From an optimization exercise on the open Yosys and OpenROAD flow, aimed at a short achievable clock period and few clock cycles; shortcuts taken in it are not production practice.
At most, simulation tests tie the RTL to the original design; equivalence was not proved.
Function not checked in runs 1 and 2: the RTL went through the layout flow alone.
Power figures rest on the tool's default switching activity, not on a simulated workload.

==> flow/design.v <==
`default_nettype none
package rvIsaPkg;
    typedef enum logic [6:0] {
        opcOp     = 7'b0110011,
        opcOpImm  = 7'b0010011,
        opcLoad   = 7'b0000011,
        opcStore  = 7'b0100011,
        opcBranch = 7'b1100011
    } opcode_t;
    localparam logic [2:0] funct3Add = 3'b000;  
    localparam logic [2:0] funct3Xor = 3'b100;
    localparam logic [2:0] funct3Or  = 3'b110;
    localparam logic [2:0] funct3And = 3'b111;
    localparam logic [2:0] funct3Beq = 3'b000;
    localparam logic [2:0] funct3Bne = 3'b001;
    localparam logic [2:0] funct3Ld  = 3'b011;  
    localparam logic [6:0] funct7Sub = 7'b0100000;
    localparam int opcodeLsb = 0;
    localparam int rdLsb     = 7;
    localparam int funct3Lsb = 12;
    localparam int rs1Lsb    = 15;
    localparam int rs2Lsb    = 20;
    localparam int funct7Lsb = 25;
endpackage
`default_nettype wire
`default_nettype none
package corePkg;
    localparam int xlen     = 64;
    localparam int regAddrW = 5;
    localparam int instW    = 32;
    localparam logic [xlen-1:0] resetPc = 64'h0000_0000_8000_0000;
    localparam int icIdxW  = 6;                  
    localparam int icTagLo = 3 + icIdxW;         
    localparam int icTagHi = 15;                 
    localparam int icPfWin = 40;                 
    localparam int btbIdxW = 5;
    localparam int btbTagW = 6;
    localparam int dcWays  = 8;
    localparam int dcWayW  = 3;
    localparam int mqDepth = 4;
    localparam int mqPtrW  = 2;
    localparam int iqDepth = 5;
    localparam int fwdM0 = 0;    
    localparam int fwdM1 = 1;    
    localparam int fwdW0 = 2;    
    localparam int fwdW1 = 3;    
    localparam int fwdRt = 4;    
    localparam int fwdRf = 5;    
endpackage
`default_nettype wire
`timescale 1ns/1ps
`default_nettype none
module instDecoder (
    input  logic [corePkg::instW-1:0]    inst,
    output logic [corePkg::regAddrW-1:0] rs1,
    output logic [corePkg::regAddrW-1:0] rs2,
    output logic [corePkg::regAddrW-1:0] rd,
    output logic [corePkg::xlen-1:0]     immI,
    output logic [corePkg::xlen-1:0]     immS,
    output logic [corePkg::xlen-1:0]     immB,
    output logic                         isAlu,     
    output logic                         useImm,    
    output logic [1:0]                   aluFn,     
    output logic                         aluSub,
    output logic                         isLoad,
    output logic                         isStore,
    output logic                         isBranch,
    output logic                         branchNe,
    output logic                         reads1,
    output logic                         reads2,
    output logic                         writes
);
    logic [6:0] opcode;
    logic [2:0] funct3;
    logic [6:0] funct7;
    logic       isOp;
    logic       isAddi;
    assign opcode = inst[6:0];
    assign funct3 = inst[14:12];
    assign funct7 = inst[31:25];
    assign rs1    = inst[19:15];
    assign rs2    = inst[24:20];
    assign rd     = inst[11:7];
    assign immI = {{52{inst[31]}}, inst[31:20]};
    assign immS = {{52{inst[31]}}, inst[31:25], inst[11:7]};
    assign immB = {{52{inst[31]}}, inst[7], inst[30:25], inst[11:8], 1'b0};
    assign isOp     = opcode == rvIsaPkg::opcOp &&
                      (funct3 == 3'b000 || funct3 == 3'b100 || funct3 == 3'b110 || funct3 == 3'b111);
    assign isAddi   = opcode == rvIsaPkg::opcOpImm && funct3 == 3'b000;
    assign isLoad   = opcode == rvIsaPkg::opcLoad && funct3 == 3'b011 && rd != '0;
    assign isStore  = opcode == rvIsaPkg::opcStore && funct3 == 3'b011;
    assign isBranch = opcode == rvIsaPkg::opcBranch && funct3[2:1] == 2'b00;
    assign branchNe = funct3[0];
    assign isAlu  = (isOp || isAddi) && rd != '0;
    assign useImm = isAddi;
    assign aluSub = funct7 == 7'b0100000 && funct3 == 3'b000 && !isAddi;
    assign aluFn  = isAddi ? 2'd0 :
                    funct3 == 3'b100 ? 2'd1 :
                    funct3 == 3'b110 ? 2'd2 :
                    funct3 == 3'b111 ? 2'd3 : 2'd0;
    assign reads1 = (isAlu || isLoad || isStore || isBranch) && rs1 != '0;
    assign reads2 = ((isOp && rd != '0) || isStore || isBranch) && rs2 != '0;
    assign writes = isAlu || isLoad;
endmodule
`default_nettype wire
`timescale 1ns/1ps
`default_nettype none
module regFile (
    input  logic                         clk,
    input  logic                         rstn,
    input  logic [3:0][31:0]             rdSel,     
    input  logic [2:0]                   wrEn,
    input  logic [2:0][4:0]              wrAddr,
    input  logic [2:0][63:0]             wrData,
    output logic [3:0][63:0]             rdData
);
    logic [63:0] regs [1:31];
    logic [31:1] written;
    logic [2:0][31:0] wrOH;
    always_comb begin
        for (int p = 0; p < 3; p++) begin
            wrOH[p] = wrEn[p] ? (32'd1 << wrAddr[p]) : 32'd0;
            wrOH[p][0] = 1'b0;
        end
    end
    always_ff @(posedge clk or negedge rstn) begin
        if (!rstn) begin
            written <= '0;
        end else begin
            written <= written | wrOH[0][31:1] | wrOH[1][31:1] | wrOH[2][31:1];
        end
    end
    always_ff @(posedge clk) begin
        for (int i = 1; i < 32; i++) begin
            for (int p = 0; p < 3; p++) begin
                if (wrOH[p][i]) regs[i] <= wrData[p];
            end
        end
    end
    always_comb begin
        for (int r = 0; r < 4; r++) begin
            logic [63:0] v;
            logic [2:0]  hit;
            v = '0;
            for (int i = 1; i < 32; i++) begin
                v = v | ({64{rdSel[r][i] && written[i]}} & regs[i]);
            end
            for (int p = 0; p < 3; p++) begin
                hit[p] = |(rdSel[r] & wrOH[p]);
            end
            rdData[r] = ({64{hit[0]}} & wrData[0]) | ({64{hit[1]}} & wrData[1]) |
                        ({64{hit[2]}} & wrData[2]) | ({64{hit == 3'b000}} & v);
        end
    end
endmodule
`default_nettype wire
`timescale 1ns/1ps
`default_nettype none
module hazardUnit (
    input  logic [1:0][4:0] dRs1,
    input  logic [1:0][4:0] dRs2,
    input  logic [1:0][4:0] dRd,
    input  logic [1:0] dReads1,
    input  logic [1:0] dReads2,
    input  logic [1:0] dWrites,
    input  logic [1:0] eV,
    input  logic [1:0] eAlu,       
    input  logic [1:0] eLd,
    input  logic [1:0][4:0] eRd,
    input  logic [1:0] mV,
    input  logic [1:0] mWr,        
    input  logic [1:0][4:0] mRd,
    output logic [1:0][3:0] sel1,
    output logic [1:0][3:0] sel2,
    output logic [1:0] loadUse,
    output logic       dep
);
    function automatic logic [3:0] pick(input logic rd, input logic [4:0] rs);
        logic [3:0] s;
        s = '0;
        if (rd) begin
            if (eV[1] && eAlu[1] && eRd[1] == rs) s[corePkg::fwdM1] = 1'b1;
            else if (eV[0] && eAlu[0] && eRd[0] == rs) s[corePkg::fwdM0] = 1'b1;
            else if (mV[1] && mWr[1] && mRd[1] == rs) s[corePkg::fwdW1] = 1'b1;
            else if (mV[0] && mWr[0] && mRd[0] == rs) s[corePkg::fwdW0] = 1'b1;
        end
        pick = s;
    endfunction
    function automatic logic ldHit(input logic [4:0] r);
        ldHit = (eV[0] && eLd[0] && eRd[0] == r) || (eV[1] && eLd[1] && eRd[1] == r);
    endfunction
    for (genvar k = 0; k < 2; k++) begin : g_slot
        assign sel1[k]    = pick(dReads1[k], dRs1[k]);
        assign sel2[k]    = pick(dReads2[k], dRs2[k]);
        assign loadUse[k] = (dReads1[k] && ldHit(dRs1[k])) || (dReads2[k] && ldHit(dRs2[k])) ||
                            (dWrites[k] && ldHit(dRd[k]));
    end
    assign dep = dWrites[0] && ((dReads1[1] && dRs1[1] == dRd[0]) ||
                                (dReads2[1] && dRs2[1] == dRd[0]) ||
                                (dWrites[1] && dRd[1] == dRd[0]));
endmodule
`default_nettype wire
`timescale 1ns/1ps
`default_nettype none
module execUnit (
    input  logic [corePkg::xlen-1:0] opA,
    input  logic [corePkg::xlen-1:0] opB,
    input  logic [1:0]               aluFn,
    input  logic                     aluSub,
    output logic [corePkg::xlen-1:0] result,
    output logic                     equal
);
    logic [63:0] b, sum;
    assign b = opB ^ {64{aluSub}};
    logic [63:0] gen [0:6];
    logic [63:0] prop [0:6];
    always_comb begin
        gen[0]  = opA & b;
        prop[0] = opA ^ b;
        gen[0][0] = (opA[0] & b[0]) | ((opA[0] ^ b[0]) & aluSub);
        for (int l = 0; l < 6; l++) begin
            gen[l+1]  = gen[l];
            prop[l+1] = prop[l];
            for (int i = 0; i < 64; i++) begin
                if (((i >> l) & 1) == 1) begin
                    gen[l+1][i]  = gen[l][i] | (prop[l][i] & gen[l][((i >> l) << l) - 1]);
                    prop[l+1][i] = prop[l][i] & prop[l][((i >> l) << l) - 1];
                end
            end
        end
    end
    assign sum = (opA ^ b) ^ {gen[6][62:0], aluSub};
    logic [63:0] logicRes;
    always_comb begin
        case (aluFn)
            2'd1:    logicRes = opA ^ opB;
            2'd2:    logicRes = opA | opB;
            2'd3:    logicRes = opA & opB;
            default: logicRes = '0;
        endcase
    end
    assign result = ({64{aluFn == 2'd0}} & sum) | logicRes;
    assign equal = ~|(opA ^ opB);
endmodule
module prefixAdd #(
    parameter int W = 62
) (
    input  logic [W-1:0] a,
    input  logic [W-1:0] b,
    output logic [W-1:0] sum
);
    localparam int L = $clog2(W);
    logic [W-1:0] gen [0:L];
    logic [W-1:0] prop [0:L];
    always_comb begin
        gen[0]  = a & b;
        prop[0] = a ^ b;
        for (int l = 0; l < L; l++) begin
            gen[l+1]  = gen[l];
            prop[l+1] = prop[l];
            for (int i = 0; i < W; i++) begin
                if (((i >> l) & 1) == 1) begin
                    gen[l+1][i]  = gen[l][i] | (prop[l][i] & gen[l][((i >> l) << l) - 1]);
                    prop[l+1][i] = prop[l][i] & prop[l][((i >> l) << l) - 1];
                end
            end
        end
    end
    assign sum = (a ^ b) ^ {gen[L][W-2:0], 1'b0};
endmodule
`default_nettype wire
`timescale 1ns/1ps
`default_nettype none
module memArbiter (
    input  logic                       clk,
    input  logic                       rstn,
    input  logic                       memReady,
    input  logic [corePkg::xlen-1:0]   memRdData,
    output logic                       memRdEn,
    output logic                       memWrEn,
    output logic [corePkg::xlen-1:0]   memAddr,
    output logic [corePkg::xlen-1:0]   memWrData,
    output logic                       memSize,
    input  logic                       enq,
    input  logic                       enqStore,
    input  logic [corePkg::xlen-1:0]   enqAddr,
    input  logic [corePkg::xlen-1:0]   enqData,
    input  logic [4:0]                 enqRd,
    input  logic                       enqFill,
    input  logic [corePkg::dcWayW-1:0] enqWay,
    output logic                       mqFull,
    input  logic                       fetchWant,
    input  logic                       fetchDemand,
    input  logic [63:3]                fetchLine,
    output logic                       fetchIssued,
    output logic                       fetchBusy,     
    output logic [63:3]                fetchBusyLine,
    output logic                       icFill,        
    output logic                       retValid,
    output logic [4:0]                 retRd,
    output logic [corePkg::xlen-1:0]   retData,
    output logic                       retFill,
    output logic [corePkg::dcWayW-1:0] retWay,
    output logic [4:0]                 nextRetRd,     
    output logic                       nextRetValid   
);
    localparam int D = corePkg::mqDepth;
    localparam int W = corePkg::mqPtrW;
    logic                       qStore [0:D-1];
    logic [corePkg::xlen-1:0]   qAddr  [0:D-1];
    logic [corePkg::xlen-1:0]   qData  [0:D-1];
    logic [4:0]                 qRd    [0:D-1];
    logic                       qFill  [0:D-1];
    logic [corePkg::dcWayW-1:0] qWay   [0:D-1];
    logic [W-1:0]               head, tail;
    logic [W:0]                 count;
    logic                       reqFetch, reqLoad;
    logic [4:0]                 reqRd;
    logic                       reqFill;
    logic [corePkg::dcWayW-1:0] reqWay;
    logic busy, canIssue, headValid, pickFetch, pickQueue, pickBypass, pop, bypass;
    logic dataAvail, dataStore;
    logic [W:0] countInc, countDec;
    assign countInc  = count + 1'b1;
    assign countDec  = count - 1'b1;
    assign busy      = memRdEn || memWrEn;
    assign canIssue  = !busy || memReady;
    assign headValid = count != '0;
    assign mqFull    = count == (W+1)'(D);
    assign dataAvail  = headValid || enq;
    assign dataStore  = headValid ? qStore[head] : enqStore;
    assign pickFetch  = fetchWant && (!dataAvail || (fetchDemand && dataStore && !mqFull));
    assign pickQueue  = headValid && !pickFetch;
    assign pickBypass = !headValid && enq && !pickFetch;
    assign pop         = canIssue && pickQueue;
    assign bypass      = canIssue && pickBypass;
    assign fetchIssued = canIssue && pickFetch;
    assign fetchBusy     = busy && reqFetch;
    assign fetchBusyLine = memAddr[63:3];
    assign icFill        = memReady && reqFetch;
    always_ff @(posedge clk or negedge rstn) begin
        if (!rstn) begin
            memRdEn  <= 1'b0;
            memWrEn  <= 1'b0;
            reqFetch <= 1'b0;
            reqLoad  <= 1'b0;
            head     <= '0;
            tail     <= '0;
            count    <= '0;
            retValid <= 1'b0;
        end else begin
            retValid <= memReady && reqLoad;
            if (canIssue) begin
                memRdEn  <= pickFetch || (pickQueue && !qStore[head]) || (pickBypass && !enqStore);
                memWrEn  <= (pickQueue && qStore[head]) || (pickBypass && enqStore);
                reqFetch <= pickFetch;
                reqLoad  <= (pickQueue && !qStore[head]) || (pickBypass && !enqStore);
            end
            if (pop) head <= head + 1'b1;
            if (enq && !bypass) tail <= tail + 1'b1;
            if (enq && !bypass && !pop) count <= countInc;
            else if (pop && !(enq && !bypass)) count <= countDec;
        end
    end
    always_ff @(posedge clk) begin
        if (canIssue) begin
            if (pickFetch) begin
                memAddr <= {fetchLine, 3'b000};
            end else if (pickBypass) begin
                memAddr <= enqAddr;
            end else begin
                memAddr <= qAddr[head];
            end
            memWrData <= headValid ? qData[head] : enqData;
            reqRd     <= headValid ? qRd[head] : enqRd;
            reqFill   <= headValid ? qFill[head] : enqFill;
            reqWay    <= headValid ? qWay[head] : enqWay;
        end
        if (enq) begin
            qStore[tail] <= enqStore;
            qAddr[tail]  <= enqAddr;
            qData[tail]  <= enqData;
            qRd[tail]    <= enqRd;
            qFill[tail]  <= enqFill;
            qWay[tail]   <= enqWay;
        end
        if (memReady) begin
            retData <= memRdData;
        end
        retRd   <= reqRd;
        retFill <= reqFill;
        retWay  <= reqWay;
    end
    assign memSize   = 1'b1;
    assign nextRetRd    = reqRd;
    assign nextRetValid = memReady && reqLoad;
endmodule
`default_nettype wire
`timescale 1ns/1ps
`default_nettype none
module cpuCore (
    input  logic                     clk,
    input  logic                     rstn,
    input  logic                     memReady,
    input  logic [corePkg::xlen-1:0] memRdData,
    output logic                     memRdEn,
    output logic                     memWrEn,
    output logic [corePkg::xlen-1:0] memAddr,
    output logic [corePkg::xlen-1:0] memWrData,
    output logic                     memSize  
);
    localparam int IW  = corePkg::icIdxW;
    localparam int ICE = 1 << IW;
    localparam int TLO = corePkg::icTagLo;
    localparam int THI = corePkg::icTagHi;
    localparam int NW  = corePkg::dcWays;
    localparam int WW  = corePkg::dcWayW;
    localparam int BI  = corePkg::btbIdxW;
    localparam int BE  = 1 << BI;
    localparam int BT  = corePkg::btbTagW;
    localparam int QN  = corePkg::iqDepth;
    localparam int M0  = corePkg::fwdM0;
    localparam int M1  = corePkg::fwdM1;
    localparam int W0  = corePkg::fwdW0;
    localparam int W1  = corePkg::fwdW1;
    logic [63:2]     pc;
    logic [63:0]     icData [0:ICE-1];
    logic [THI:TLO]  icTag  [0:ICE-1];
    logic [ICE-1:0]  icValid;
    logic [63:THI+1] icRegion;
    logic [THI:3]    fL1;         
    logic            fCross;      
    logic            fRegionOk, fH0, fH1;
    logic [63:0]     fD0, fD1;
    logic [31:0]     fI0, fI1;
    logic [ICE-1:0]  pcIcOH;      
    logic [ICE-1:0]  fSel, fTagM;
    logic [63:0]     fEven, fOdd;    
    logic            fHitEven, fHitOdd;
    assign fL1       = pc[THI:3] + 1'b1;
    assign fCross    = &pc[THI:3];
    assign fRegionOk = icRegion == pc[63:THI+1];
    assign fSel      = pcIcOH | {pcIcOH[ICE-2:0], pcIcOH[ICE-1]};
    always_comb begin
        fEven = '0;
        fOdd  = '0;
        for (int i = 0; i < ICE; i++) begin
            if (i == 0) fTagM[i] = icTag[i] == (pcIcOH[ICE-1] ? fL1[THI:TLO] : pc[THI:TLO]);
            else fTagM[i] = icTag[i] == pc[THI:TLO];
            if (i % 2 == 0) fEven = fEven | ({64{fSel[i]}} & icData[i]);
            else fOdd = fOdd | ({64{fSel[i]}} & icData[i]);
        end
    end
    always_comb begin
        fHitEven = 1'b0;
        fHitOdd  = 1'b0;
        for (int i = 0; i < ICE; i++) begin
            if (i % 2 == 0) fHitEven = fHitEven | (fSel[i] && icValid[i] && fTagM[i]);
            else fHitOdd = fHitOdd | (fSel[i] && icValid[i] && fTagM[i]);
        end
    end
    assign fD0 = pc[3] ? fOdd : fEven;
    assign fD1 = pc[3] ? fEven : fOdd;
    assign fH0 = (pc[3] ? fHitOdd : fHitEven) && fRegionOk;
    assign fH1 = (pc[3] ? fHitEven : fHitOdd) && fRegionOk && !fCross;
    assign fI0 = pc[2] ? fD0[63:32] : fD0[31:0];
    assign fI1 = pc[2] ? fD1[31:0] : fD0[63:32];
    logic [BE-1:0]    btbV;
    logic [BT-1:0]    btbTag [0:BE-1];
    logic [13:2]      btbTgt [0:BE-1];
    logic [1:0]       btbCtr [0:BE-1];
    logic [BI+BT+1:2] fPcLo1;
    logic [BE-1:0]    pcBtbOH;     
    logic [BE-1:0]    fBOH1, fBTagM0, fBTagM1;
    logic             fB0Hit, fB0T, fB1Hit, fB1T;
    logic [13:2]      fB0Tgt, fB1Tgt;
    logic [1:0]       fB0Ctr, fB1Ctr;
    logic             fV0, fV1;
    logic [63:2]      fNext;
    assign fPcLo1 = pc[BI+BT+1:2] + 1'b1;
    assign fBOH1  = {pcBtbOH[BE-2:0], pcBtbOH[BE-1]};
    always_comb begin
        fB0Tgt = '0;
        fB1Tgt = '0;
        fB0Ctr = '0;
        fB1Ctr = '0;
        for (int i = 0; i < BE; i++) begin
            fBTagM0[i] = btbTag[i] == pc[BI+BT+1:BI+2];
            fBTagM1[i] = btbTag[i] == fPcLo1[BI+BT+1:BI+2];
            fB0Tgt = fB0Tgt | ({12{pcBtbOH[i]}} & btbTgt[i]);
            fB1Tgt = fB1Tgt | ({12{fBOH1[i]}} & btbTgt[i]);
            fB0Ctr = fB0Ctr | ({2{pcBtbOH[i]}} & btbCtr[i]);
            fB1Ctr = fB1Ctr | ({2{fBOH1[i]}} & btbCtr[i]);
        end
    end
    assign fB0Hit = |(pcBtbOH & btbV & fBTagM0);
    assign fB1Hit = |(fBOH1 & btbV & fBTagM1);
    assign fB0T   = fB0Hit && fB0Ctr[1];
    assign fB1T   = fB1Hit && fB1Ctr[1];
    assign fV0    = fH0;
    assign fV1    = fH0 && (pc[2] ? fH1 : 1'b1) && !fB0T;
    logic [63:3] pcLineInc;
    assign pcLineInc = pc[63:3] + 61'd1;
    assign fNext  = fB0T ? {pc[63:14], fB0Tgt} :
                    (fV1 && fB1T) ? {pc[63:14], fB1Tgt} :
                    fV1 ? {pcLineInc, pc[2]} :
                    pc[2] ? {pcLineInc, 1'b0} : {pc[63:3], 1'b1};
    logic [1:0][11:0] fCtl;
    logic [1:0][31:0] fInst2;
    assign fInst2 = {fI1, fI0};
    for (genvar k = 0; k < 2; k++) begin : g_fdec
        logic [4:0]  unusedRs1, unusedRs2, unusedRd;
        logic [63:0] unusedImmI, unusedImmS, unusedImmB;
        instDecoder u_instDecoder (
            .inst(fInst2[k]), .rs1(unusedRs1), .rs2(unusedRs2), .rd(unusedRd),
            .immI(unusedImmI), .immS(unusedImmS), .immB(unusedImmB),
            .isAlu(fCtl[k][11]), .useImm(fCtl[k][10]), .aluFn(fCtl[k][9:8]), .aluSub(fCtl[k][7]),
            .isLoad(fCtl[k][6]), .isStore(fCtl[k][5]), .isBranch(fCtl[k][4]),
            .branchNe(fCtl[k][3]), .reads1(fCtl[k][2]), .reads2(fCtl[k][1]), .writes(fCtl[k][0])
        );
    end
    logic [31:0]   iqInst [0:QN-1];
    logic [63:2]   iqPc   [0:QN-1];
    logic [QN-1:0] iqBHit, iqBT;
    logic [13:2]   iqBTgt [0:QN-1];
    logic [1:0]    iqBCtr [0:QN-1];
    logic [QN-1:0] iqDone;            
    logic [11:0]   iqCtl  [0:QN-1];   
    logic [31:0]   iqS1OH [0:QN-1];   
    logic [31:0]   iqS2OH [0:QN-1];
    logic [QN-1:0] qHead, qTail;      
    logic [2:0]    qCount;
    logic [QN-1:0] qHead1, qTail1;
    function automatic logic [QN-1:0] rotl(input logic [QN-1:0] p, input logic [1:0] n);
        case (n)
            2'd1:    rotl = {p[QN-2:0], p[QN-1]};
            2'd2:    rotl = {p[QN-3:0], p[QN-1:QN-2]};
            default: rotl = p;
        endcase
    endfunction
    logic [1:0][31:0] qInst;
    logic [1:0][63:2] qPc;
    logic [1:0]       qBHit, qBT, qDone;
    logic [1:0][13:2] qBTgt;
    logic [1:0][1:0]  qBCtr;
    logic [1:0][11:0] qCtl;
    logic [1:0][31:0] qS1OH, qS2OH;
    assign qHead1 = rotl(qHead, 2'd1);
    assign qTail1 = rotl(qTail, 2'd1);
    always_comb begin
        qInst = '0;
        qPc   = '0;
        qBHit = '0;
        qBT   = '0;
        qDone = '0;
        qBTgt = '0;
        qBCtr = '0;
        qCtl  = '0;
        qS1OH = '0;
        qS2OH = '0;
        for (int i = 0; i < QN; i++) begin
            if (qHead[i]) begin
                qInst[0] = qInst[0] | iqInst[i];
                qPc[0]   = qPc[0] | iqPc[i];
                qBHit[0] = qBHit[0] | iqBHit[i];
                qBT[0]   = qBT[0] | iqBT[i];
                qDone[0] = qDone[0] | iqDone[i];
                qBTgt[0] = qBTgt[0] | iqBTgt[i];
                qBCtr[0] = qBCtr[0] | iqBCtr[i];
                qCtl[0]  = qCtl[0] | iqCtl[i];
                qS1OH[0] = qS1OH[0] | iqS1OH[i];
                qS2OH[0] = qS2OH[0] | iqS2OH[i];
            end
            if (qHead1[i]) begin
                qInst[1] = qInst[1] | iqInst[i];
                qPc[1]   = qPc[1] | iqPc[i];
                qBHit[1] = qBHit[1] | iqBHit[i];
                qBT[1]   = qBT[1] | iqBT[i];
                qDone[1] = qDone[1] | iqDone[i];
                qBTgt[1] = qBTgt[1] | iqBTgt[i];
                qBCtr[1] = qBCtr[1] | iqBCtr[i];
                qCtl[1]  = qCtl[1] | iqCtl[i];
                qS1OH[1] = qS1OH[1] | iqS1OH[i];
                qS2OH[1] = qS2OH[1] | iqS2OH[i];
            end
        end
    end
    logic [1:0]       dV;
    logic [1:0][4:0] dRs1;
    logic [1:0][4:0] dRs2;
    logic [1:0][4:0] dRd;
    logic [1:0][63:0] dImmI;
    logic [1:0][63:0] dImmS;
    logic [1:0][63:0] dImmB;
    logic [1:0]       dIsAlu, dUseImm, dAluSub, dIsLoad, dIsStore, dIsBranch, dBne;
    logic [1:0]       dReads1, dReads2, dWrites;
    logic [1:0][1:0] dAluFn;
    logic [1:0][63:2] dTarget;
    logic [1:0][63:2] dAlt;
    logic [1:0][63:2] dRedirTgt;
    logic [1:0]       dPredT, dFollowOk, dRedir, dCarry14;
    logic [1:0][13:2] dTgtLow;
    for (genvar k = 0; k < 2; k++) begin : g_dec
        assign dRs1[k]  = qInst[k][19:15];
        assign dRs2[k]  = qInst[k][24:20];
        assign dRd[k]   = qInst[k][11:7];
        assign dImmI[k] = {{52{qInst[k][31]}}, qInst[k][31:20]};
        assign dImmS[k] = {{52{qInst[k][31]}}, qInst[k][31:25], qInst[k][11:7]};
        assign dImmB[k] = {{52{qInst[k][31]}}, qInst[k][7], qInst[k][30:25], qInst[k][11:8], 1'b0};
        assign {dIsAlu[k], dUseImm[k], dAluFn[k], dAluSub[k], dIsLoad[k], dIsStore[k],
                dIsBranch[k], dBne[k], dReads1[k], dReads2[k], dWrites[k]} = qCtl[k];
        assign dV[k]       = yRedir ? yKeep > 2'(k) : qCount > 3'(k);
        prefixAdd #(.W(62)) u_target (.a(qPc[k]), .b(dImmB[k][63:2]), .sum(dTarget[k]));
        assign dPredT[k]   = dIsBranch[k] && (qBHit[k] ? qBCtr[k][1] : dImmB[k][63]);
        assign dAlt[k]     = dPredT[k] ? qPc[k] + 62'd1 : dTarget[k];
        assign {dCarry14[k], dTgtLow[k]} = {1'b0, qPc[k][13:2]} + {1'b0, dImmB[k][13:2]};
        assign dFollowOk[k] = qBT[k] && dTgtLow[k] == qBTgt[k] && dCarry14[k] == dImmB[k][63];
        assign dRedir[k]    = (dPredT[k] && !dFollowOk[k]) || (!dIsBranch[k] && qBT[k]);
        assign dRedirTgt[k] = dPredT[k] ? dTarget[k] : qPc[k] + 62'd1;
    end
    logic [1:0]  eVr, eV, eAlu, eLd, eSt, eBr, eBne, ePredT, eSub, eR1, eRB, eRSd, eBHit;
    logic [1:0][1:0] eAluFn;
    logic [1:0][4:0] eRs1;
    logic [1:0][4:0] eRs2;
    logic [1:0][4:0] eRd;
    logic [1:0][63:0] eA;
    logic [1:0][63:0] eB;
    logic [1:0][63:0] eSd;
    logic [1:0][5:0] eSelA;
    logic [1:0][5:0] eSelB;
    logic [1:0][5:0] eSelSd;
    logic [1:0][63:2] eAlt;
    logic [1:0][1:0] eBCtr;
    logic [1:0][BI+BT+1:2] ePcLo;
    logic [1:0][13:2] eTgtLo;
    logic [1:0]  mV, mAlu, mLd;
    logic [1:0][4:0] mRd;
    logic [1:0][63:0] mRes;
    logic        mMemV, mMemLd, mMemSt, mMemSlot;
    logic [4:0]  mMemRd;
    logic [63:0] mSd, mAddr;
    logic [1:0]  wWr;
    logic [1:0][4:0] wRd;
    logic [1:0][63:0] wRes;
    logic          retValid, retFill;
    logic [4:0]    retRd;
    logic [63:0]   retData;
    logic [WW-1:0] retWay;
    logic [31:0] pending;  
    logic [4:0]  nextRetRd;
    logic        nextRetValid;
    logic [1:0]  eRm1, eRm2, eRmD;  
    logic [3:0][31:0] rfSel;
    logic [3:0][63:0] rfRd;
    logic [2:0]       rfWe;
    logic [2:0][4:0]  rfWa;
    logic [2:0][63:0] rfWd;
    assign rfSel = {qS2OH[1], qS1OH[1], qS2OH[0], qS1OH[0]};
    assign rfWe = {retValid, wWr[1], wWr[0]};
    assign rfWa = {retRd, wRd[1], wRd[0]};
    assign rfWd = {retData, wRes[1], wRes[0]};
    regFile u_regFile (
        .clk(clk), .rstn(rstn), .rdSel(rfSel), .wrEn(rfWe), .wrAddr(rfWa), .wrData(rfWd),
        .rdData(rfRd)
    );
    logic [1:0] dLuse, dMem;
    logic       dDep, iss0, iss1, dRedirect, eAdv;
    logic [63:2] dRedirTarget;
    logic [1:0][3:0] dSel1;
    logic [1:0][3:0] dSel2;
    hazardUnit u_hazardUnit (
        .dRs1(dRs1), .dRs2(dRs2), .dRd(dRd),
        .dReads1(dReads1), .dReads2(dReads2), .dWrites(dWrites),
        .eV(eV), .eAlu(eAlu), .eLd(eLd), .eRd(eRd),
        .mV(mV), .mWr(mAlu | mLd), .mRd(mRd),
        .sel1(dSel1), .sel2(dSel2), .loadUse(dLuse), .dep(dDep)
    );
    assign dMem = dIsLoad | dIsStore;
    logic dRedir0, dRedir1, yRedir, ySlot0;
    logic [1:0] yKeep;
    logic [63:2] yTarget, yT0, yT1;
    assign dRedir0      = dV[0] && dRedir[0] && !qDone[0] && !yRedir && !eRedirect;
    assign dRedir1      = dV[1] && dRedir[1] && !qDone[1] && !dRedir0 && !yRedir && !eRedirect;
    assign dRedirect    = dRedir0 || dRedir1;
    assign dRedirTarget = dRedir0 ? dRedirTgt[0] : dRedirTgt[1];
    assign iss0 = dV[0] && eAdv && !dLuse[0];
    assign iss1 = iss0 && dV[1] && !dLuse[1] && !dDep && !(dMem[0] && dMem[1]) &&
                  !(dIsBranch[0] && dIsBranch[1]);
    logic [1:0]  retHit1, retHit2, retHitD, eq, taken, wait_, mis;
    logic [1:0][63:0] opA;
    logic [1:0][63:0] opB;
    logic [1:0][63:0] opSd;
    logic [1:0][63:0] alu;
    logic        eStall, mStall, eRedirect, eMispredict, mqFull;
    logic [63:2] eMisTarget;
    logic [63:2] eRedirTarget;
    function automatic logic [63:0] operand(input logic [5:0] sel,
                                            input logic [63:0] regVal, input logic [63:0] ret,
                                            input logic [63:0] m0, input logic [63:0] m1,
                                            input logic [63:0] w0, input logic [63:0] w1);
        operand = ({64{sel[corePkg::fwdM0]}} & m0) | ({64{sel[corePkg::fwdM1]}} & m1) |
                  ({64{sel[corePkg::fwdW0]}} & w0) | ({64{sel[corePkg::fwdW1]}} & w1) |
                  ({64{sel[corePkg::fwdRt]}} & ret) | ({64{sel[corePkg::fwdRf]}} & regVal);
    endfunction
    function automatic logic [5:0] nextSel(input logic reads, input logic [4:0] rs,
                                           input logic [3:0] fwd);
        logic ret;
        ret = reads && nextRetValid && nextRetRd == rs;
        nextSel = ret ? 6'b010000 : (fwd == 4'b0000) ? 6'b100000 : {2'b00, fwd};
    endfunction
    for (genvar k = 0; k < 2; k++) begin : g_ex
        assign retHit1[k] = retValid && eRm1[k];
        assign retHit2[k] = retValid && eRm2[k];
        assign retHitD[k] = retValid && eRmD[k];
        assign opA[k]  = operand(eSelA[k], eA[k], retData, mRes[0], mRes[1], wRes[0], wRes[1]);
        assign opB[k]  = operand(eSelB[k], eB[k], retData, mRes[0], mRes[1], wRes[0], wRes[1]);
        assign opSd[k] = operand(eSelSd[k], eSd[k], retData, mRes[0], mRes[1], wRes[0], wRes[1]);
        execUnit u_execUnit (
            .opA(opA[k]), .opB(opB[k]), .aluFn(eAluFn[k]), .aluSub(eSub[k]),
            .result(alu[k]), .equal(eq[k])
        );
        assign taken[k] = eBne[k] ? !eq[k] : eq[k];
        assign wait_[k] = eV[k] && (
                          (eR1[k] && pending[eRs1[k]] && !retHit1[k]) ||
                          ((eRB[k] || eRSd[k]) && pending[eRs2[k]] && !retHit2[k]) ||
                          ((eAlu[k] || eLd[k]) && pending[eRd[k]] && !retHitD[k]));
        assign mis[k] = eV[k] && eBr[k] && (taken[k] != ePredT[k]);
    end
    assign eStall       = |wait_;
    assign mStall       = mMemV && mqFull;
    assign eAdv         = !mStall && !eStall;
    assign eMispredict  = eAdv && (mis[0] || mis[1]);
    assign eMisTarget   = mis[0] ? eAlt[0] : eAlt[1];
    logic        xRedir, xKeep, xSlot0, xK0, xK1;
    logic [7:0]  pfDistE0, pfDistE1;
    logic [63:2] xTarget, xAlt0, xAlt1;
    always_ff @(posedge clk or negedge rstn) begin
        if (!rstn) begin
            xRedir <= 1'b0;
        end else begin
            xRedir <= eMispredict;
        end
    end
    always_ff @(posedge clk) begin
        xSlot0  <= mis[0];
        xAlt0   <= eAlt[0];
        xAlt1   <= eAlt[1];
        xK0     <= !pfDistE0[7];
        xK1     <= !pfDistE1[7];
    end
    logic eKill1;
    always_ff @(posedge clk or negedge rstn) begin
        if (!rstn) begin
            eKill1 <= 1'b0;
        end else begin
            eKill1 <= iss1 && dRedir0 && !eRedirect;
        end
    end
    assign eV           = eVr & ~{2{xRedir}} & ~{eKill1, 1'b0};
    assign eRedirect    = xRedir;
    assign xTarget      = xSlot0 ? xAlt0 : xAlt1;
    assign xKeep        = xSlot0 ? xK0 : xK1;
    assign eRedirTarget = xTarget;
    logic          bSlot, bResolve, bTaken, bHit;
    logic [1:0]    bCtr;
    logic [BI-1:0] bIdx;
    assign bSlot    = !(eV[0] && eBr[0]);
    assign bResolve = eAdv && ((eV[0] && eBr[0]) || (eV[1] && eBr[1] && !mis[0]));
    assign bTaken   = taken[bSlot];
    assign bHit     = eBHit[bSlot];
    assign bCtr     = eBCtr[bSlot];
    assign bIdx     = ePcLo[bSlot][BI+1:2];
    logic          uValid, uTaken, uHit;
    logic [1:0]    uCtr;
    logic [BI-1:0] uIdx;
    logic [BT-1:0] uTag;
    logic [13:2]   uTgt;
    always_ff @(posedge clk or negedge rstn) begin
        if (!rstn) begin
            btbV   <= '0;
            uValid <= 1'b0;
        end else begin
            uValid <= bResolve;
            if (uValid && (uHit || uTaken)) begin
                btbV[uIdx] <= 1'b1;
            end
        end
    end
    always_ff @(posedge clk) begin
        uTaken <= bTaken;
        uHit   <= bHit;
        uCtr   <= bCtr;
        uIdx   <= bIdx;
        uTag   <= ePcLo[bSlot][BI+BT+1:BI+2];
        uTgt   <= eTgtLo[bSlot];
        if (uValid) begin
            if (uHit) begin
                if (uTaken && uCtr != 2'b11) btbCtr[uIdx] <= uCtr + 1'b1;
                if (!uTaken && uCtr != 2'b00) btbCtr[uIdx] <= uCtr - 1'b1;
            end else if (uTaken) begin
                btbCtr[uIdx] <= 2'b10;
                btbTag[uIdx] <= uTag;
                btbTgt[uIdx] <= uTgt;
            end
        end
    end
    logic [63:3]   dcTag  [0:NW-1];
    logic [63:0]   dcData [0:NW-1];
    logic [NW-1:0] dcV, dcP;      
    logic [WW-1:0] dcPtr;
    logic [NW-1:0] dcHitVec;
    logic          dcHitValid, dcHitPend, dcHitAny;
    logic [63:0]   dcRdData;
    logic          mGo, enq;
    assign mAddr = mMemSlot ? mRes[1] : mRes[0];
    always_comb begin
        dcRdData = '0;
        for (int i = 0; i < NW; i++) begin
            dcHitVec[i] = (dcV[i] || dcP[i]) &&
                          (mMemSlot ? dcTag[i] == mRes[1][63:3] : dcTag[i] == mRes[0][63:3]);
            if (dcHitVec[i] && dcV[i]) dcRdData = dcRdData | dcData[i];
        end
    end
    assign dcHitValid = |(dcHitVec & dcV);
    assign dcHitPend  = |(dcHitVec & dcP);
    assign dcHitAny   = |dcHitVec;
    assign mGo = !mStall;
    assign enq = mGo && mMemV && (mMemSt || (mMemLd && !dcHitValid));
    always_ff @(posedge clk or negedge rstn) begin
        if (!rstn) begin
            dcV   <= '0;
            dcP   <= '0;
            dcPtr <= '0;
        end else begin
            if (retValid && retFill && dcP[retWay]) begin
                dcV[retWay] <= 1'b1;
                dcP[retWay] <= 1'b0;
            end
            if (mGo && mMemV && mMemSt) begin
                if (dcHitAny) begin
                    dcV <= dcV | dcHitVec;
                    dcP <= dcP & ~dcHitVec;
                end else begin
                    dcV[dcPtr] <= 1'b1;
                    dcP[dcPtr] <= 1'b0;
                    dcPtr      <= dcPtr + 1'b1;
                end
            end else if (mGo && mMemV && mMemLd && !dcHitValid && !dcHitPend) begin
                dcV[dcPtr] <= 1'b0;
                dcP[dcPtr] <= 1'b1;
                dcPtr      <= dcPtr + 1'b1;
            end
        end
    end
    always_ff @(posedge clk) begin
        if (retValid && retFill && dcP[retWay]) begin
            dcData[retWay] <= retData;
        end
        for (int i = 0; i < NW; i++) begin
            if (mGo && mMemV && mMemSt && (dcHitAny ? dcHitVec[i] : dcPtr == WW'(i))) begin
                dcData[i] <= mSd;
            end
            if (mGo && mMemV && ((mMemSt && !dcHitAny) || (mMemLd && !dcHitValid && !dcHitPend)) &&
                dcPtr == WW'(i)) begin
                dcTag[i] <= mAddr[63:3];
            end
        end
    end
    logic        fetchWant, fetchDemand, fetchIssued, fetchBusy, icFill;
    logic [63:3] fetchBusyLine;
    logic [63:3] pfLine;
    memArbiter u_memArbiter (
        .clk(clk), .rstn(rstn), .memReady(memReady), .memRdData(memRdData),
        .memRdEn(memRdEn), .memWrEn(memWrEn), .memAddr(memAddr),
        .memWrData(memWrData), .memSize(memSize),
        .enq(enq), .enqStore(mMemSt), .enqAddr(mAddr), .enqData(mSd), .enqRd(mMemRd),
        .enqFill(!dcHitPend), .enqWay(dcPtr), .mqFull(mqFull),
        .fetchWant(fetchWant), .fetchDemand(fetchDemand), .fetchLine(pfReqLine),
        .fetchIssued(fetchIssued), .fetchBusy(fetchBusy), .fetchBusyLine(fetchBusyLine),
        .icFill(icFill),
        .retValid(retValid), .retRd(retRd), .retData(retData), .retFill(retFill), .retWay(retWay),
        .nextRetRd(nextRetRd), .nextRetValid(nextRetValid)
    );
    logic [IW-1:0] pfIdx;
    logic          pfPresent, pfInflight, pfInWin, pcInflight, pfSkip, pfTake;
    logic [7:0]    pfDist;
    logic          pfReq;           
    logic [63:3]   pfReqLine;
    assign pfIdx      = pfLine[IW+2:3];
    assign pfPresent  = icValid[pfIdx] && icTag[pfIdx] == pfLine[THI:TLO] &&
                        icRegion == pfLine[63:THI+1];
    assign pfInflight = fetchBusy && fetchBusyLine == pfLine;
    assign pcInflight = fetchBusy && fetchBusyLine == pc[63:3];
    assign pfDist     = pfLine[10:3] - pc[10:3];
    assign pfInWin    = pfDist < 8'(corePkg::icPfWin);
    logic pfPresQ, pfMoved;
    assign pfSkip     = !pfMoved && pfInWin && (pfPresQ || pfInflight);
    assign pfTake     = !pfMoved && pfInWin && !pfPresQ && !pfInflight && (!pfReq || fetchIssued);
    assign fetchWant  = pfReq;
    assign fetchDemand = pfReqLine == pc[63:3];
    assign pfDistE0 = pfLine[10:3] - eAlt[0][10:3];
    assign pfDistE1 = pfLine[10:3] - eAlt[1][10:3];
    always_ff @(posedge clk or negedge rstn) begin
        if (!rstn) begin
            pfLine  <= corePkg::resetPc[63:3];
            pfReq   <= 1'b0;
            pfMoved <= 1'b1;
        end else if (eRedirect) begin
            pfMoved <= !xKeep;
            if (!xKeep) begin
                pfLine <= eRedirTarget[63:3];
                pfReq  <= 1'b0;
            end else if (fetchIssued) begin
                pfReq  <= 1'b0;
            end
        end else if (!fH0 && !pcInflight && pfLine != pc[63:3] && !(pfReq && fetchDemand)) begin
            pfLine  <= pc[63:3];
            pfReq   <= 1'b0;
            pfMoved <= 1'b1;
        end else begin
            pfMoved <= pfSkip || pfTake;
            if (pfSkip || pfTake) pfLine <= pfLine + 1'b1;
            if (pfTake) pfReq <= 1'b1;
            else if (fetchIssued) pfReq <= 1'b0;
        end
    end
    always_ff @(posedge clk) begin
        if (pfTake) pfReqLine <= pfLine;
        pfPresQ <= pfPresent || pfInflight;
    end
    logic [IW-1:0] fillIdx;
    assign fillIdx = fetchBusyLine[IW+2:3];
    always_ff @(posedge clk or negedge rstn) begin
        if (!rstn) begin
            icValid  <= '0;
            icRegion <= corePkg::resetPc[63:THI+1];
        end else if (icFill) begin
            if (icRegion != fetchBusyLine[63:THI+1]) begin
                icRegion <= fetchBusyLine[63:THI+1];
                icValid  <= '0;
            end
            icValid[fillIdx] <= 1'b1;
        end
    end
    always_ff @(posedge clk) begin
        if (icFill) begin
            icData[fillIdx] <= memRdData;
            icTag[fillIdx]  <= fetchBusyLine[THI:TLO];
        end
    end
    logic       fFire;
    logic [1:0] pop, pushN, keep;
    assign fFire  = fV0 && qCount <= 3'(QN - 2) && !eRedirect && !yRedir;
    assign pop    = {1'b0, iss0} + {1'b0, iss1};
    assign pushN  = fFire ? (fV1 ? 2'd2 : 2'd1) : 2'd0;
    assign keep   = dRedir0 ? (iss0 ? 2'd0 : 2'd1) : (2'd2 - pop);
    always_ff @(posedge clk or negedge rstn) begin
        if (!rstn) begin
            yRedir <= 1'b0;
        end else begin
            yRedir <= dRedirect;
        end
    end
    always_ff @(posedge clk) begin
        yKeep  <= keep;
        ySlot0 <= dRedir0;
        yT0    <= dRedirTgt[0];
        yT1    <= dRedirTgt[1];
    end
    assign yTarget = ySlot0 ? yT0 : yT1;
    logic [2:0] qCountNext;
    always_comb begin
        case ({pop, pushN})
            4'b0000, 4'b0101, 4'b1010: qCountNext = qCount;
            4'b0001, 4'b0110:          qCountNext = qCount + 3'd1;
            4'b0010:                   qCountNext = qCount + 3'd2;
            4'b0100, 4'b1001:          qCountNext = qCount - 3'd1;
            4'b1000:                   qCountNext = qCount - 3'd2;
            default:                   qCountNext = qCount;
        endcase
    end
    logic [63:2] pcNext;
    always_comb begin
        if (eRedirect) pcNext = eRedirTarget;
        else if (yRedir) pcNext = yTarget;
        else if (fFire) pcNext = fNext;
        else pcNext = pc;
    end
    always_ff @(posedge clk or negedge rstn) begin
        if (!rstn) begin
            pcIcOH  <= ICE'(1) << corePkg::resetPc[IW+2:3];
            pcBtbOH <= BE'(1) << corePkg::resetPc[BI+1:2];
        end else begin
            pcIcOH  <= ICE'(1) << pcNext[IW+2:3];
            pcBtbOH <= BE'(1) << pcNext[BI+1:2];
        end
    end
    always_ff @(posedge clk or negedge rstn) begin
        if (!rstn) begin
            pc     <= corePkg::resetPc[63:2];
            qHead  <= QN'(1);
            qTail  <= QN'(1);
            qCount <= '0;
            iqDone <= '0;
        end else if (eRedirect) begin
            pc     <= eRedirTarget;
            qHead  <= QN'(1);
            qTail  <= QN'(1);
            qCount <= '0;
        end else if (yRedir) begin
            pc     <= yTarget;
            qHead  <= rotl(qHead, pop);
            qTail  <= rotl(qHead, yKeep);
            qCount <= {1'b0, yKeep} - {1'b0, pop};
        end else begin
            if (fFire) pc <= fNext;
            qHead  <= rotl(qHead, pop);
            qTail  <= rotl(qTail, pushN);
            qCount <= qCountNext;
            iqDone <= (iqDone & ~(fWrite ? (qTail | (fV1 ? qTail1 : '0)) : '0)) |
                      (dRedir0 ? qHead : '0) | (dRedir1 ? qHead1 : '0);
        end
    end
    logic fWrite;
    assign fWrite = fV0 && qCount <= 3'(QN - 2);
    always_ff @(posedge clk) begin
        for (int i = 0; i < QN; i++) begin
            if (fWrite && qTail[i]) begin
                iqInst[i] <= fI0;
                iqPc[i]   <= pc;
                iqBHit[i] <= fB0Hit;
                iqBT[i]   <= fB0T;
                iqBTgt[i] <= fB0Tgt;
                iqBCtr[i] <= fB0Ctr;
                iqCtl[i]  <= fCtl[0];
                iqS1OH[i] <= 32'd1 << fI0[19:15];
                iqS2OH[i] <= 32'd1 << fI0[24:20];
            end
            if (fWrite && fV1 && qTail1[i]) begin
                iqInst[i] <= fI1;
                iqPc[i]   <= pc + 62'd1;
                iqBHit[i] <= fB1Hit;
                iqBT[i]   <= fB1T;
                iqBTgt[i] <= fB1Tgt;
                iqBCtr[i] <= fB1Ctr;
                iqCtl[i]  <= fCtl[1];
                iqS1OH[i] <= 32'd1 << fI1[19:15];
                iqS2OH[i] <= 32'd1 << fI1[24:20];
            end
        end
    end
    logic [1:0] issue;
    logic       memSlotE;
    assign issue    = {iss1, iss0};
    assign memSlotE = !(eV[0] && (eLd[0] || eSt[0]));
    always_ff @(posedge clk or negedge rstn) begin
        if (!rstn) begin
            eVr     <= '0;
            mV      <= '0;
            mMemV   <= 1'b0;
            wWr     <= '0;
            pending <= '0;
        end else begin
            if (eRedirect) begin
                eVr <= 2'b00;
            end else if (eAdv) begin
                eVr <= issue;
            end else if (eKill1) begin
                eVr[1] <= 1'b0;
            end
            if (!mStall) begin
                mV[0] <= eV[0] && eAdv;
                mV[1] <= eV[1] && eAdv && !mis[0];
                mMemV <= eAdv && ((eV[0] && (eLd[0] || eSt[0])) ||
                                  (eV[1] && (eLd[1] || eSt[1]) && !mis[0]));
            end
            for (int k = 0; k < 2; k++) begin
                wWr[k] <= mGo && mV[k] && (mAlu[k] || (mLd[k] && dcHitValid));
            end
            if (retValid) pending[retRd] <= 1'b0;
            if (mGo && mMemV && mMemLd && !dcHitValid) pending[mMemRd] <= 1'b1;
        end
    end
    always_ff @(posedge clk) begin
        for (int k = 0; k < 2; k++) begin
            if (eAdv) begin
                eAlu[k]   <= dIsAlu[k];
                eLd[k]    <= dIsLoad[k];
                eSt[k]    <= dIsStore[k];
                eBr[k]    <= dIsBranch[k];
                eBne[k]   <= dBne[k];
                ePredT[k] <= dPredT[k];
                eAluFn[k] <= dAluFn[k];
                eSub[k]   <= dAluSub[k];
                eRs1[k]   <= dRs1[k];
                eRs2[k]   <= dRs2[k];
                eRd[k]    <= dRd[k];
                eR1[k]    <= dReads1[k];
                eRB[k]    <= dReads2[k] && !dIsStore[k];
                eRSd[k]   <= dReads2[k] && dIsStore[k];
                eA[k]     <= rfRd[2*k];
                eB[k]     <= dIsStore[k] ? dImmS[k] : (dUseImm[k] || dIsLoad[k]) ? dImmI[k] : rfRd[2*k+1];
                eSd[k]    <= rfRd[2*k+1];
                eSelA[k]  <= nextSel(dReads1[k], dRs1[k], dSel1[k]);
                eSelB[k]  <= nextSel(dReads2[k] && !dIsStore[k], dRs2[k],
                                     dIsStore[k] ? 4'b0000 : dSel2[k]);
                eSelSd[k] <= nextSel(dReads2[k] && dIsStore[k], dRs2[k],
                                     dIsStore[k] ? dSel2[k] : 4'b0000);
                eAlt[k]   <= dAlt[k];
                eBHit[k]  <= qBHit[k];
                eBCtr[k]  <= qBCtr[k];
                ePcLo[k]  <= qPc[k][BI+BT+1:2];
                eTgtLo[k] <= dTarget[k][13:2];
                eRm1[k]   <= nextRetRd == dRs1[k];
                eRm2[k]   <= nextRetRd == dRs2[k];
                eRmD[k]   <= nextRetRd == dRd[k];
            end else begin
                eRm1[k]   <= nextRetRd == eRs1[k];
                eRm2[k]   <= nextRetRd == eRs2[k];
                eRmD[k]   <= nextRetRd == eRd[k];
                eA[k]     <= opA[k];
                eB[k]     <= opB[k];
                eSd[k]    <= opSd[k];
                eSelA[k]  <= nextSel(eR1[k], eRs1[k], 4'b0000);
                eSelB[k]  <= nextSel(eRB[k], eRs2[k], 4'b0000);
                eSelSd[k] <= nextSel(eRSd[k], eRs2[k], 4'b0000);
            end
            if (!mStall) begin
                mAlu[k] <= eAlu[k];
                mLd[k]  <= eLd[k];
                mRd[k]  <= eRd[k];
                mRes[k] <= alu[k];
            end
            wRd[k]  <= mRd[k];
            wRes[k] <= mLd[k] ? dcRdData : mRes[k];
        end
        if (!mStall) begin
            mMemLd   <= memSlotE ? eLd[1] : eLd[0];
            mMemSt   <= memSlotE ? eSt[1] : eSt[0];
            mMemRd   <= memSlotE ? eRd[1] : eRd[0];
            mMemSlot <= memSlotE;
            mSd      <= memSlotE ? opSd[1] : opSd[0];
        end
    end
endmodule
`default_nettype wire
==> flow/run.sh <==
#!/bin/bash
# synth_recipe.tcl (not shown) runs the flow's synth.tcl, then flattens the netlist and writes it again
# the make line also repeats each setting of config.mk as NAME=value (left out here)
make -C /OpenROAD-flow-scripts/flow DESIGN_CONFIG=/design/flow/config.mk WORK_HOME=/design/flow/orfs CLKGATE_MAP_FILE= SYNTH_SCRIPT=/design/flow/synth_recipe.tcl finish
==> flow/config.mk <==
export PLATFORM = sky130hd
export DESIGN_NAME = cpuCore
export DESIGN_NICKNAME = cpuCore
export VERILOG_FILES = /design/flow/design.v
export SDC_FILE = /design/flow/constraint.sdc
export NUM_CORES = 8
export LEC_CHECK = 0
export CAP_MARGIN = 20
export CORE_MARGIN = 2
export CORE_UTILIZATION = 30
export MIN_ROUTING_LAYER = met2
export PLACE_DENSITY = 0.45
export SETUP_SLACK_MARGIN = 5
export SLEW_MARGIN = 20
export TNS_END_PERCENT = 5
==> flow/constraint.sdc <==
create_clock -name core_clock -period 10.0 [get_ports {clk}]
set_input_delay 2.0000 -clock core_clock [delete_from_list [all_inputs] [get_ports {clk}]]
set_output_delay 2.0000 -clock core_clock [all_outputs]
set_load 0.01 [all_outputs]
==> results of run 1 <==
==> timing repair <==
item | CTS
setup endpoints to repair | 5524
cloned | 76
buffers inserted | 682
pin swaps | 211
gates resized for setup | 1139
==> through the flow <==
step           total power, mW  setup WS [ns]  instance area [um2]
4_1_cts                    118           4.31               688000
3_5_place_dp              64.8           2.30               627000
3_3_place_gp              64.8           1.94               626000
2_1_floorplan             59.0           3.40               585000
==> how the worst max path moves through the flow <==
stage                       to      from  slack [ns]
floorplan            eAlt[107]  qHead[0]        3.40
global placement    pfLine[58]  mMemSlot        1.94
detailed placement   mRes[118]  eSelB[6]        2.30
CTS                     pc[15]     pc[4]        4.31
==> power groups by stage <==
| stage | sequential (mW) | clock, mW | combinational [mW] |
|---|---|---|---|
| CTS | 55.2 | 54.3 | 8.68 |
| detailed placement | 56.2 | 0 | 8.55 |
| global placement | 56.2 | 0 | 8.53 |
| floorplan | 55.5 | 0 | 3.53 |
==> per-layer routing <==
metal / global-route usage [%] / overflow
met1: - / -
met2: 76.8 / 25
met3: 82.7 / 546
met4: 52.2 / 44
met5: 63.7 / 99
==> cell families after synthesis <==
group | count (synthesis)
XOR/XNOR | 2444
AO/OA/AOI/OAI | 14137
other | 1
buffers and inverters | 5709
AND/OR/NAND/NOR | 11444
flip-flops | 11639
adder cells (fa/ha/maj) | 599
multiplexers | 3138
==> out/metrics.csv, run 1 <==
metric,value,unit
outcome,stopped before the end,
outcome.stop_stage,global routing (5_1_grt),
firstError,[ERROR GRT-0116] Global routing finished with congestion. Check the congestion regions in the DRC Viewer.,
yosys_register_bits,11639,
cts_inserted_buffers,1418,
synth-async-reset-ratio,4.19,%
synth_commonest_cells,"sky130_fd_sc_hd__edfxtp_1, sky130_fd_sc_hd__nand2_1, sky130_fd_sc_hd__clkbuf_1",
rows,513,
synth_top_family_by_area,compound AO/OA/AOI/OAI gates,
dieHeight,1400,um
syn_avg_cell_area,11.9,um2
number_of_global_route_vias_before_repair,748734,
synthCells,49111,
post-synth-top-area-fraction,52.9,%
grt_start_max_net_pins,152,
floorplan.io_pins,198,
most_frequent_cell_after_synthesis,sky130_fd_sc_hd__edfxtp_1,
synth.top_cells.by_area,"sky130_fd_sc_hd__edfxtp_1, sky130_fd_sc_hd__a22oi_1, sky130_fd_sc_hd__mux2i_1",
die_width,1400,um
port-buffer-count,196,
dp.cells,72717,
grt_pass1_wl,6300000,um
post_synth_edffs,10296,
synthXorXnorAreaFrac,3.68,%
htreeDepth,7,
gr-usage-all-layers,73.3,%
synth_ff_type,sky130_fd_sc_hd__edfxtp_1,
maximum_buffer_depth_of_the_clock_tree,6,
synth.distinct_cells,132,
synth_nets,49777,
sequential_cell_area_fraction_in_the_yosys_report,57.9,%
initial_core_util,30.0,%
gp_congestion,1.16,
synth_largest_area_cell,sky130_fd_sc_hd__edfxtp_1,
detailed_place_hpwl,2910000,um
yosysWarnings,19,
synth-simple-area-share,9.03,%
globalRoute.totalOverflow,714,
adder_and_majority_gate_portion_of_the_synthesized_area,1.31,%
cts.sinks,11639,
synth_area,585000,um2
synth_compound_area_share,17.7,%
cts-hold-fix-buffers,0,
clock-root-buffer,sky130_fd_sc_hd__clkbuf_16,
post_synth_mux_area_share,6.57,%
==> run 2, diff against run 1 <==
==> flow/flow/run.sh (new file) <==
#!/bin/bash
# The standard layout with a global routing setup of our own
# (flow/fastroute.tcl). The make log goes to flow_make.log; each ORFS step also
# keeps its own log under orfs/logs.
set -euo pipefail
bash standard.sh FASTROUTE_TCL="$(pwd)/flow/fastroute.tcl" finish > flow_make.log 2>&1
==> flow/flow/fastroute.tcl (new file) <==
# Global routing capacity: leave more of met1 and met2 free for pin access and
# detailed routing, so that the global routes move up to met3 and met4
set_global_routing_layer_adjustment met1 0.5
set_global_routing_layer_adjustment met2 0.35
set_global_routing_layer_adjustment met3-met5 0.2
set_routing_layers -clock met3-met5
set_routing_layers -signal met1-met5
==> flow/standard.sh (new file) <==
#!/bin/bash
# synth_recipe.tcl (not shown) runs the flow's synth.tcl, then flattens the netlist and writes it again
# the make line also repeats each setting of config.mk as NAME=value (left out here)
make -C /OpenROAD-flow-scripts/flow DESIGN_CONFIG=/design/flow/config.mk WORK_HOME=/design/flow/orfs CLKGATE_MAP_FILE= SYNTH_SCRIPT=/design/flow/synth_recipe.tcl "${@:-finish}"
--- a/flow/config.mk
+++ b/flow/config.mk
@@ -6,10 +6,11 @@
 export NUM_CORES = 8
 export LEC_CHECK = 0
 export CAP_MARGIN = 20
+export CELL_PAD_IN_SITES_DETAIL_PLACEMENT = 1
+export CELL_PAD_IN_SITES_GLOBAL_PLACEMENT = 2
 export CORE_MARGIN = 2
-export CORE_UTILIZATION = 30
-export MIN_ROUTING_LAYER = met2
-export PLACE_DENSITY = 0.45
+export CORE_UTILIZATION = 25
+export PLACE_DENSITY = 0.35
 export SETUP_SLACK_MARGIN = 5
 export SLEW_MARGIN = 20
 export TNS_END_PERCENT = 5
removed: flow/run.sh
==> out/metrics.csv, run 2 <==
metric,value,unit,change
yosys_register_bits,11639,,unchanged
clock-root-buffer,sky130_fd_sc_hd__clkbuf_16,,unchanged
synth_commonest_cells,"sky130_fd_sc_hd__edfxtp_1, sky130_fd_sc_hd__nand2_1, sky130_fd_sc_hd__clkbuf_1",,unchanged
post_dp_cell_area,635000,um2,"was 627,000 um2"
pre_cts_slack,1.87,ns,was 2.30 ns
leakage,243,nW,
routed_wl,5010000,um,
layout.cells.most_common_list,"sky130_fd_sc_hd__edfxtp_1, sky130_fd_sc_hd__nand2_1, sky130_fd_sc_hd__a22oi_1, sky130_fd_sc_hd__buf_4, sky130_fd_sc_hd__nor2_1",,
worst_r2r_path_depth,11,,
tritoncts,done,,
nNetsFinal,51085,,
maxSlewViolCount,30,,
synth_nets,49777,,unchanged
critPathCaptureType,register,,
most_frequent_cell_after_synthesis,sky130_fd_sc_hd__edfxtp_1,,unchanged
initialDrtViolationCount,49142,,
grt_start_max_net_pins,140,,
non_filler_cells_final,84953,,
dp.cells,77934,,"was 72,717"
detailed_place_hpwl,3110000,um,"was 2,910,000 um"
dieHeight,1530,um,was 1400 um
grt_util_met1,64.1,%,
synth_ff_type,sky130_fd_sc_hd__edfxtp_1,,unchanged
post_route_cells_drive_above_1_share,20.2,%,
unrepaired_setup_endpoints_after_global_routing,true,,
mostFrequentLayoutCell,sky130_fd_sc_hd__edfxtp_1,,
max_cap_viol_count,0,,
min_period,5.75,ns,
vias,536628,,
final_report_setup_violation_count,0,,
grt_busiest_layer,met2,,
drt_drc_violations_left,0,,
cp_data_arrival_time,7.15,ns,
synth_largest_area_cell,sky130_fd_sc_hd__edfxtp_1,,unchanged
via_per_inst,6.32,,
groute.layer.met3.usage,30.4,%,
grt_pass1_wl,6240000,um,
final_design_area_no_fill,724000,um2,
layout.failed_checks,"antenna rules, slew limit",,
floorplan.io_pins,198,,unchanged
maximum_buffer_depth_of_the_clock_tree,6,,unchanged
sum_of_negative_setup_slack,0,ns,
finalHoldViolCount,0,,
worst_ep_required_time,11.40,ns,
most_flop_heavy_register,icData,,
power,120,mW,
rows,562,,was 513
globalRoute.totalOverflow,0,,
coreArea,2340000,um2,
synthToLayoutAreaGrowth,23.9,%,
sequential_cell_area_fraction_in_the_yosys_report,57.9,%,unchanged
yosysWarnings,19,,unchanged
antenna_violations_before_repair,966,,
max_freq,174,MHz,
cts.sinks,11639,,unchanged
post_synth_edffs,10296,,unchanged
gr-usage-all-layers,50.1,%,
fin_skew,0.197,ns,
insertion_delay,1.66,ns,
synthCells,49111,,unchanged
drtPass1Iterations,9,,
synth.top_cells.by_area,"sky130_fd_sc_hd__edfxtp_1, sky130_fd_sc_hd__a22oi_1, sky130_fd_sc_hd__mux2i_1",,unchanged
cts_inserted_buffers,1519,,"was 1,418"
grt_util_met2,67.1,%,
ant_nets,11,,
hold_path_class,reg2reg,,
nFillCells,249217,,
die_width,1530,um,was 1400 um
final_critical_path_setup_slack,4.25,ns,
timing.critical_path.fanout_max,98,,
setup.reg_to_reg.worst_slack,4.25,ns,
max_slew_margin,-6.07,%,
setup.worst_path.start_class,register,,
setup.worst_path.class,reg2reg,,
power.density,165,nW/um2,
final_min_period_over_clock_period,57.5,%,
whs_path_depth,0,,
post-synth-top-area-fraction,52.9,%,unchanged
number_of_global_route_vias_before_repair,534583,,
synth.distinct_cells,132,,unchanged
utilization,31.0,%,
die_area,2350000,um2,
clock_transition_at_path_regs,0.06,ns,
timing.hold.ws,0.286,ns,
synth-async-reset-ratio,4.19,%,unchanged
reg.largest.list,"icData (4096), u_regFile.regs (1984), dcData (512)",,
outcome,failed layout checks,,was stopped before the end
largest_register_ff_count,4096,,
synth_area,585000,um2,unchanged
routedWlPerCell,58.9,um,
port-buffer-count,196,,unchanged
peakVddDrop,193,uV,
initial_core_util,25.0,%,was 30.0%
htreeDepth,7,,unchanged
gp_congestion,1.01,,was 1.16
syn_avg_cell_area,11.9,um2,unchanged
tightest_slew,1.59,ns,
run 2: path summary, 6_finish.rpt:
kind                                    to      start
worst max-delay path                eA[59]   qHead[0]
worst min-delay path             xAlt1[47]  eAlt[107]
worst max register to register      eA[59]   qHead[0]
worst min register to register   xAlt1[47]  eAlt[107]
max in group asynchronous       pcIcOH[63]       rstn
min in group asynchronous         btbV[15]       rstn
run 2: area by class of cell:
cell class	count	area, um2	share of cell area, %
clock buffers	2011	40900	5.64
repair buffers	4806	53300	7.36
diodes	2288	5730	0.790
inverters	629	2440	0.337
repair inverters	3	43.8	0.00605
multi-input cells	31821	237000	32.7
flip-flops and latches	11639	339000	46.8
clock inverters	736	7580	1.05
well taps	31020	38800	5.36
run 2: critical path, stage by stage (launching register included):
cell and delay, ns:
sky130_fd_sc_hd__dfstp_4 0.56, sky130_fd_sc_hd__buf_16 0.22, sky130_fd_sc_hd__a222oi_1 0.51, sky130_fd_sc_hd__nand2_2 0.13
sky130_fd_sc_hd__buf_12 0.17, sky130_fd_sc_hd__and2_4 0.46, sky130_fd_sc_hd__buf_12 0.34, sky130_fd_sc_hd__a22o_1 0.58
sky130_fd_sc_hd__a221oi_1 0.27, sky130_fd_sc_hd__nand4_1 0.37, sky130_fd_sc_hd__o21ai_4 1.01, sky130_fd_sc_hd__a31oi_1 0.21
run 2: kinds of logic (layout without fill, tap and decap cells):
group / after synthesis / in the layout / share of synthesized area, %
simple gates: 11444 / 11495 / 9.03
fa+ha+maj: 599 / 599 / 1.31
other cells: 1 / 2289 / 0.000641
compound gates: 14137 / 14144 / 17.7
buf+inv: 5709 / 8185 / 3.85
mux: 3138 / 3138 / 6.57
flops: 11639 / 11639 / 57.9
xor+xnor: 2444 / 2444 / 3.68
run 2: layer usage:
layer	part of all wire (%)	wire length, um	vias to the layer above
li1	-	-	198448
met4	11	533000	482
met2	40	2020000	40632
met1	36	1790000	280593
met5	0.28	14000	-
met3	13	642000	16473
run 2: where the power goes:
group          internal [mW]  switching (mW)
registers               53.8            1.49
logic                   2.64            6.19
clock network           31.4            24.4
run 2: repair_timing:
action,4_1_cts,5_1_grt
resized for setup,1733,1148
setup buffers,1047,709
pin swaps,448,499
endpoints found under the setup margin,5502,4664
hold endpoints to repair,0,0
hold buffers,0,0
cloned,126,62
==> run 3, diff against run 2 <==
--- a/flow/design.v
+++ b/flow/design.v
@@ -249,7 +249,7 @@
     input  logic [W-1:0] b,
     output logic [W-1:0] sum
 );
-    localparam int L = $clog2(W);
+    localparam int L = (W > 32) ? 6 : (W > 16) ? 5 : (W > 8) ? 4 : (W > 4) ? 3 : 2;
     logic [W-1:0] gen [0:L];
     logic [W-1:0] prop [0:L];
     always_comb begin
==> out/metrics.csv, run 3 <==
metric,value,unit,change
grt_pass1_wl,6240000,um,unchanged
yosys_register_bits,11639,,unchanged
synthCells,49111,,unchanged
most_flop_heavy_register,icData,,unchanged
critPathCaptureType,register,,unchanged
outcome,failed layout checks,,unchanged
syn_avg_cell_area,11.9,um2,unchanged
final_min_period_over_clock_period,57.5,%,unchanged
synth-async-reset-ratio,4.19,%,unchanged
die_width,1530,um,unchanged
insertion_delay,1.66,ns,about the same
synth_commonest_cells,"sky130_fd_sc_hd__edfxtp_1, sky130_fd_sc_hd__nand2_1, sky130_fd_sc_hd__clkbuf_1",,unchanged
maxSlewViolCount,30,,unchanged
post_route_cells_drive_above_1_share,20.2,%,unchanged
min_period,5.75,ns,unchanged
most_frequent_cell_after_synthesis,sky130_fd_sc_hd__edfxtp_1,,unchanged
r2r_start,qHead[0],,unchanged
synth_largest_area_cell,sky130_fd_sc_hd__edfxtp_1,,unchanged
routedWlPerCell,58.9,um,unchanged
layout.cells.most_common_list,"sky130_fd_sc_hd__edfxtp_1, sky130_fd_sc_hd__nand2_1, sky130_fd_sc_hd__a22oi_1, sky130_fd_sc_hd__buf_4, sky130_fd_sc_hd__nor2_1",,unchanged
synth.distinct_cells,132,,unchanged
rows,562,,unchanged
initial_core_util,25.0,%,unchanged
gp_congestion,1.01,,unchanged
netSwitchingFraction,26.8,%,unchanged
peakVddDrop,193,uV,unchanged
cts_inserted_buffers,1519,,unchanged
drt_drc_violations_left,0,,unchanged
crit_path_start,qHead[0],,unchanged
post_synth_edffs,10296,,unchanged
vias,536628,,unchanged
finalHoldViolCount,0,,unchanged
leakage,243,nW,unchanged
post-synth-top-area-fraction,52.9,%,unchanged
globalRoute.totalOverflow,0,,unchanged
cp_data_arrival_time,7.15,ns,about the same
mostFrequentLayoutCell,sky130_fd_sc_hd__edfxtp_1,,unchanged
coreArea,2340000,um2,unchanged
max_slew_margin,-6.07,%,unchanged
dieHeight,1530,um,unchanged
synth.top_cells.by_area,"sky130_fd_sc_hd__edfxtp_1, sky130_fd_sc_hd__a22oi_1, sky130_fd_sc_hd__mux2i_1",,unchanged
pre_cts_slack,1.87,ns,unchanged
ant_nets,11,,unchanged
port-buffer-count,196,,unchanged
layout.failed_checks,"antenna rules, slew limit",,unchanged
synth_nets,49777,,unchanged
drtPass1Iterations,9,,unchanged
clock_transition_at_path_regs,0.06,ns,about the same
nNetsFinal,51085,,unchanged
run 3: final timing paths:
check | slack, ns | to | cells past startpoint
max | 4.25 | eA[59] | 11
min | 0.29 | xAlt1[47] | 0
max reg2reg | 4.25 | eA[59] | 11
min reg2reg | 0.29 | xAlt1[47] | 0
max in group asynchronous | 7.20 | pcIcOH[63] | 3
min in group asynchronous | 0.48 | btbV[15] | 1
run 3: cells by family after synthesis:
family                   count (synthesis)  synth area share [%]
other                                    1              0.000641
adder cells (fa/ha/maj)                599                  1.31
AND/OR/NAND/NOR                      11444                  9.03
flip-flops                           11639                  57.9
buffers and inverters                 5709                  3.85
AO/OA/AOI/OAI                        14137                  17.7
multiplexers                          3138                  6.57
XOR/XNOR                              2444                  3.68
run 3: routing by layer:
metal	up-vias	track usage [%]	part of all wire, %
li1	198448	-	-
met1	280593	64.1	36
met2	40632	67.1	40
met3	16473	30.4	13
met4	482	40.4	11
met5	-	6.11	0.28
run 3: critical path, cell delays in order, from the launching register on:
cell	delay, ns
sky130_fd_sc_hd__dfstp_4	0.56
sky130_fd_sc_hd__buf_16	0.22
sky130_fd_sc_hd__a222oi_1	0.51
sky130_fd_sc_hd__nand2_2	0.13
sky130_fd_sc_hd__buf_12	0.17
sky130_fd_sc_hd__and2_4	0.46
sky130_fd_sc_hd__buf_12	0.34
sky130_fd_sc_hd__a22o_1	0.58
sky130_fd_sc_hd__a221oi_1	0.27
sky130_fd_sc_hd__nand4_1	0.37
sky130_fd_sc_hd__o21ai_4	1.01
sky130_fd_sc_hd__a31oi_1	0.21
run 3: timing repair:
item                                    4_1_cts  5_1_grt
gates cloned                                126       62
pin swaps                                   448      499
buffers inserted                           1047      709
resized for setup                          1733     1148
endpoints found under the setup margin     5502     4664
run 3: through the flow:
step                      cell area [um2]  util [%]  cells  hold slack (ns)  total power, mW
after floorplan                    585000         -  49111            0.323             59.0
after global placement             634000      27.1  77893            0.324             64.7
after detailed placement           635000      27.2  77934            0.328             64.8
after CTS                          705000      30.2  81854            0.280              121
after global routing               722000      30.9  83874            0.285              123
final                              724000      31.0  84953            0.286              120
run 3: layout make-up:
class / count / area [um2] / share of cell area (%)
flip-flops and latches: 11639 / 339000 / 46.8
multi-input cells: 31821 / 237000 / 32.7
repair buffers: 4806 / 53300 / 7.36
clock buffers: 2011 / 40900 / 5.64
well taps: 31020 / 38800 / 5.36
clock inverters: 736 / 7580 / 1.05
diodes: 2288 / 5730 / 0.790
inverters: 629 / 2440 / 0.337
repair inverters: 3 / 43.8 / 0.00605
run 3: power groups by stage:
stage / Combinational, mW / Clock, mW / Sequential (mW)
floorplan: 3.53 / 0 / 55.5
global placement: 8.43 / 0 / 56.3
detailed placement: 8.52 / 0 / 56.3
CTS: 8.76 / 56.6 / 55.2
global route: 9.21 / 58.1 / 55.3
finish: 8.83 / 55.8 / 55.3
Testbench counts of run 3, summed over its fixed seeds: cycles 28,637.

Check on run 3: ideal ports give 4.252 ns setup slack; a clkbuf_16 on the clock port and buf_2 on the inputs give 4.252 ns; moving port delays by the midpoint clock arrival (1.787 ns) as well gives 3.225 ns.
